This is an optimization exercise on Yosys and OpenROAD, whose aim is small area, a short achievable clock period and few clock cycles per item, not a production implementation.
RTL that was checked went through simulation tests only; none was proved equivalent to the original.

// ex_top
module ex_top
#(
  parameter int unsigned K = 8
) (
  input  logic               clk,
  input  logic               rst_n,
  input  logic               issue_valid_i,
  output logic               issue_ready_o,
  input  ex_pkg::op_field_e          issue_op_i,
  input  logic [ex_pkg::RADDR_W-1:0] issue_rd_i,
  input  logic [ex_pkg::XLEN-1:0]    issue_a_i,
  input  logic [ex_pkg::XLEN-1:0]    issue_b_i,
  output logic               wb_valid_o,
  input  logic               wb_ready_i,
  output logic [ex_pkg::RADDR_W-1:0] wb_rd_o,
  output logic               wb_we_o,
  output logic [ex_pkg::XLEN-1:0]    wb_data_o,
  output logic               wb_illegal_o,
  output logic               ovf_o,
  output logic               mul_busy_o
);
  localparam int unsigned S  = 32 / K;
  localparam int unsigned D  = K / 2;
  localparam int unsigned CW = (S > 1) ? $clog2(S) : 1;
  logic          rdy_q;
  logic          v1_q;
  logic [4:0]    rd1_q;
  logic [31:0]   a1_q;
  logic [31:0]   b1_q;
  logic          c_mul, c_mh, c_mhu, c_sum, c_sub, c_ovf, c_and, c_or, c_xor;
  logic          c_sll, c_srl, c_sra, c_slt, c_sltu, c_clr, c_ill;
  logic [D-1:0]  bo_q, bt_q, bn_q;    
  logic          cin_q;
  logic [CW-1:0] cnt_q;
  logic          hv_q, hwe_q, hill_q, ovf_q;
  logic [4:0]    hrd_q;
  logic [31:0]   hd_q;
  logic          sv_q, swe_q, sill_q, sf_q;
  logic [4:0]    srd_q;
  logic [31:0]   sd_q;
  logic          sx_q;
  logic [32:0]   hc_q;
  logic          spec_q;
  logic          busy_q;
  logic i_mul, i_mh, i_mhu, i_sum, i_sub, i_ovf, i_and, i_or, i_xor;
  logic i_sll, i_srl, i_sra, i_slt, i_sltu, i_clr, i_ill;
  ex_decoder i_dec (
    .op_i   (issue_op_i),
    .mul_o  (i_mul),
    .mh_o   (i_mh),
    .mhu_o  (i_mhu),
    .sum_o  (i_sum),
    .sub_o  (i_sub),
    .ovf_o  (i_ovf),
    .and_o  (i_and),
    .or_o   (i_or),
    .xor_o  (i_xor),
    .sll_o  (i_sll),
    .srl_o  (i_srl),
    .sra_o  (i_sra),
    .slt_o  (i_slt),
    .sltu_o (i_sltu),
    .clr_o  (i_clr),
    .ill_o  (i_ill)
  );
  logic [31:0] alu_res;
  logic        alu_ovf;
  logic        alu_flag;
  logic        c_we;
  ex_alu i_alu (
    .a_i        (a1_q),
    .b_i        (b1_q),
    .cin_i      (cin_q),
    .sum_i      (c_sum),
    .sub_i      (c_sub),
    .ovf_i      (c_ovf),
    .and_i      (c_and),
  ...
Settings: LEC_CHECK=0, CAP_MARGIN=20, CORE_MARGIN=2, CORE_UTILIZATION=40, SLEW_MARGIN=20; clock period 13.0 ns.
run.sh (not shown) runs the stock make flow with config.mk's settings and CLKGATE_MAP_FILE= SYNTH_SCRIPT=/design/flow/synth_recipe.tcl, a recipe that flattens the netlist after the stock synthesis.
Then changed:
--- a/flow/design.v
+++ b/flow/design.v
@@ -226,19 +226,19 @@
   logic [K:0] low;
   assign low    = {1'b0, ops[L][0][K-1:0]} + {1'b0, ops[L][1][K-1:0]};
   assign l_o    = low[K-1:0];
   assign cout_o = low[K];
   assign hs_o   = ops[L][0][W-1:K];
   assign hc_o   = ops[L][1][W-1:K];
 endmodule
 module ex_top
 #(
-  parameter int unsigned K = 8
+  parameter int unsigned K = 16
 ) (
   input  logic               clk,
   input  logic               rst_n,
   input  logic               issue_valid_i,
   output logic               issue_ready_o,
   input  ex_pkg::op_field_e          issue_op_i,
   input  logic [ex_pkg::RADDR_W-1:0] issue_rd_i,
   input  logic [ex_pkg::XLEN-1:0]    issue_a_i,
   input  logic [ex_pkg::XLEN-1:0]    issue_b_i,
=>
- The new run finished clean
- sequential share of layout area shrinks by 3.8 points
- worst setup slack degrades by 0.81 ns
- design area grows by a quarter to a third
- via count grows by a quarter to a third
- first-iteration DRC count grows by well over a third
- clock-buffer cell count shrinks by 9
- fmax shrinks by roughly a tenth
- die area grows by a quarter to a third
Function was not checked in any run of this note: the RTL went through the layout flow alone.


## P
Another version of the RTL of ex_top (not shown whole).
Size: roughly 230 flip-flops, about 120 I/O pins.
==> module ex_mult, before the edit <==
module ex_mult
#(
  parameter int unsigned K    = 8,
  parameter int unsigned CORR = 0    
) (
  input  logic [33:0]    hs_i,      
  input  logic [33:0]    hc_i,
  input  logic           cin_i,     
  input  logic [31:0]    a_i,       
  input  logic           a_sgn_i,   
  input  logic [K/2-1:0] one_i,     
  input  logic [K/2-1:0] two_i,     
  input  logic [K/2-1:0] neg_i,     
  input  logic           corr_i,    
  output logic [33:0]    hs_o,
  output logic [33:0]    hc_o,
  output logic           cout_o,
  output logic [K-1:0]   l_o        
);
  localparam int W = K + 34;
  localparam int D = K / 2;
  localparam int N = D + 3 + CORR;    
  localparam logic [W-1:0] ROWS   = W'(64'h4_0000_0000 * ((64'd1 << (2 * D)) - 64'd1) / 64'd3);
  localparam logic [W-1:0] KCONST = W'(64'h2_0000_0000 * ((64'd1 << K) - 64'd1)) - ROWS;
  function automatic integer count_at(input integer lvl);
    integer n, i;
    begin
      n = N;
      for (i = 0; i < lvl; i = i + 1) n = 2 * (n / 3) + (n % 3);
      count_at = n;
    end
  endfunction
  function automatic integer levels(input integer dummy);
    integer n, i, l;
    begin
      n = N;
      l = 0;
      for (i = 0; i < 16; i = i + 1) begin
        if (n > 2) begin
          n = 2 * (n / 3) + (n % 3);
          l = l + 1;
        end
      end
      levels = l;
    end
  endfunction
  localparam int L = levels(0);
  logic [32:0]  a_x;
  logic [W-1:0] ops [L+1][N];
  logic [W-1:0] negk;
  assign a_x = {a_sgn_i & a_i[31], a_i};
  genvar j;
  generate
    for (j = 0; j < D; j++) begin : g_row
      logic [34:0] mag, v;
      assign mag = ({35{one_i[j]}} & {a_x[32], a_x[32], a_x}) |
                   ({35{two_i[j]}} & {a_x[32], a_x, 1'b0});
      assign v   = mag ^ {35{neg_i[j]}};
      assign ops[0][j] = W'({~v[34], v[33:0]}) << (2 * j);
    end
  endgenerate
  always_comb begin
    negk = KCONST;
    for (int i = 0; i < D; i++) negk[2*i] = neg_i[i];
  end
  assign ops[0][D]   = W'(hs_i);
  assign ops[0][D+1] = W'(hc_i);
  assign ops[0][D+2] = negk;
  generate
    if (CORR != 0) begin : g_corr
      assign ops[0][D+3] = W'({(corr_i ? a_x : 33'd0), {K{1'b0}}});
    end
  endgenerate
  genvar l, g;
  generate
    for (l = 0; l < L; l++) begin : g_lvl
      localparam int NI = count_at(l);
      localparam int NG = NI / 3;
      for (g = 0; g < NG; g++) begin : g_csa
        logic [W-1:0] x, y, z;
        assign x = ops[l][3*g];
        assign y = ops[l][3*g+1];
        assign z = ops[l][3*g+2];
        logic [W-1:0] cs, cc;
        for (genvar i = 0; i < W; i++) begin : g_bit
          assign {cc[i], cs[i]} = {1'b0, x[i]} + {1'b0, y[i]} + {1'b0, z[i]};
        end
        assign ops[l+1][2*g]   = cs;
        assign ops[l+1][2*g+1] = {cc[W-2:0], 1'b0};
      end
      for (g = 3 * NG; g < NI; g++) begin : g_pass
        assign ops[l+1][2*NG + g - 3*NG] = ops[l][g];
      end
      for (g = count_at(l + 1); g < N; g++) begin : g_zero
        assign ops[l+1][g] = '0;
      end
    end
  endgenerate
  logic [K:0] low;
  assign low    = {1'b0, ops[L][0][K-1:0]} + {1'b0, ops[L][1][K-1:0]} + {{K{1'b0}}, cin_i};
  assign l_o    = low[K-1:0];
  assign cout_o = low[K];
  assign hs_o   = ops[L][0][W-1:K];
  assign hc_o   = ops[L][1][W-1:K];
endmodule
clock: 13.0 ns
lec_check: 0
cap_margin: 20
core_margin: 2
core_utilization: 40
cts_buf_list: sky130_fd_sc_hd__clkbuf_8
cts_cluster_diameter: 80
cts_cluster_size: 15
slew_margin: 20
standard.sh (not shown) runs the stock make flow with config.mk's settings and CLKGATE_MAP_FILE= SYNTH_SCRIPT=/design/flow/synth_recipe.tcl, a recipe that flattens the netlist after the stock synthesis.
==> flow/flow/run.sh <==
#!/bin/bash
# The standard layout (standard.sh, unchanged synthesis), with timing
# repair aimed below the clock period and plain buffers on the ports.
set -e
export SETUP_SLACK_MARGIN=8
export BUFFER_PORTS_ARGS="-buffer_cell sky130_fd_sc_hd__buf_2"
bash standard.sh > standard.log 2>&1
Testbench counts of P, summed over its fixed seeds: cycles 27,123, items 16,000.
## Diff of input files: Q against P
--- a/flow/design.v
+++ b/flow/design.v
@@ -242,14 +242,10 @@
         logic [W-1:0] x, y, z;
         assign x = ops[l][3*g];
         assign y = ops[l][3*g+1];
         assign z = ops[l][3*g+2];
-        logic [W-1:0] cs, cc;
-        for (genvar i = 0; i < W; i++) begin : g_bit
-          assign {cc[i], cs[i]} = {1'b0, x[i]} + {1'b0, y[i]} + {1'b0, z[i]};
-        end
-        assign ops[l+1][2*g]   = cs;
-        assign ops[l+1][2*g+1] = {cc[W-2:0], 1'b0};
+        assign ops[l+1][2*g]   = x ^ y ^ z;
+        assign ops[l+1][2*g+1] = {((x[W-2:0] & y[W-2:0]) | (x[W-2:0] & z[W-2:0]) | (y[W-2:0] & z[W-2:0])), 1'b0};
       end
       for (g = 3 * NG; g < NI; g++) begin : g_pass
         assign ops[l+1][2*NG + g - 3*NG] = ops[l][g];
       end
--- outcome ---
- Q completed; timing, DRC and antenna clean
- The final reports for Q and P show adder-cell share of the synthesized area lower in the former.
- In Q relative to P, number of multi-input combinational cells in the layout had gone down slightly.
- Between Q and P, it is Q whose number of tap instances is higher, by 1.2%.
- Of Q and P, the lower global-route usage belongs to Q.
- Q does worse than P on design area.
- After synthesis and placement, the instance count of Q is above that of P.
- | number of rows created at floorplan | Q vs P | 1.1% higher |
- Synthesized cell count grows slightly when moving from P to Q.
- Q vs P, fraction of final layout cells with drive strength greater than 1 went up by 1.2 points.
- NOTE maximum achievable frequency P->Q increased slightly
- Compared with P, in Q detailed-route wire length dropped about 2.2%.
Testbench counts of Q, summed over its fixed seeds: cycles 27,123, items 16,000.

[re-timing with driven ports]
The results above use ideal ports. As a check the final layouts listed here were re-extracted and re-timed, cells and wires unchanged.
Step 1 assumes that a clkbuf_16 drives the clock port and a buf_2 every other input.
Step 2, shift: input delay + t, output delay - t, t = (earliest + latest rising clock arrival at the registers) / 2. This alone moves slack from input paths to output paths.
Slacks: ideal / step 1 / step 2; pairs: ideal / step 1.
run	shift t [ns]	slack for setup (ns)	worst setup path after step 2	worst slew at a driven data input, ns
the first run of note 1	0.669	7.259 / 7.259 / 6.944	input to register	0.07
the second run of note 1	0.663	6.445 / 6.445 / 6.445	register to register	0.06
P	0.707	8.105 / 8.105 / 8.105	register to register	0.04
Q	0.688	8.123 / 8.123 / 8.123	register to register	0.07
After both steps setup and hold are still met in every run listed. For the first run of note 1, which loses most, drivers alone change the setup slack by 0.000 ns; drivers and shift together by -0.315 ns.
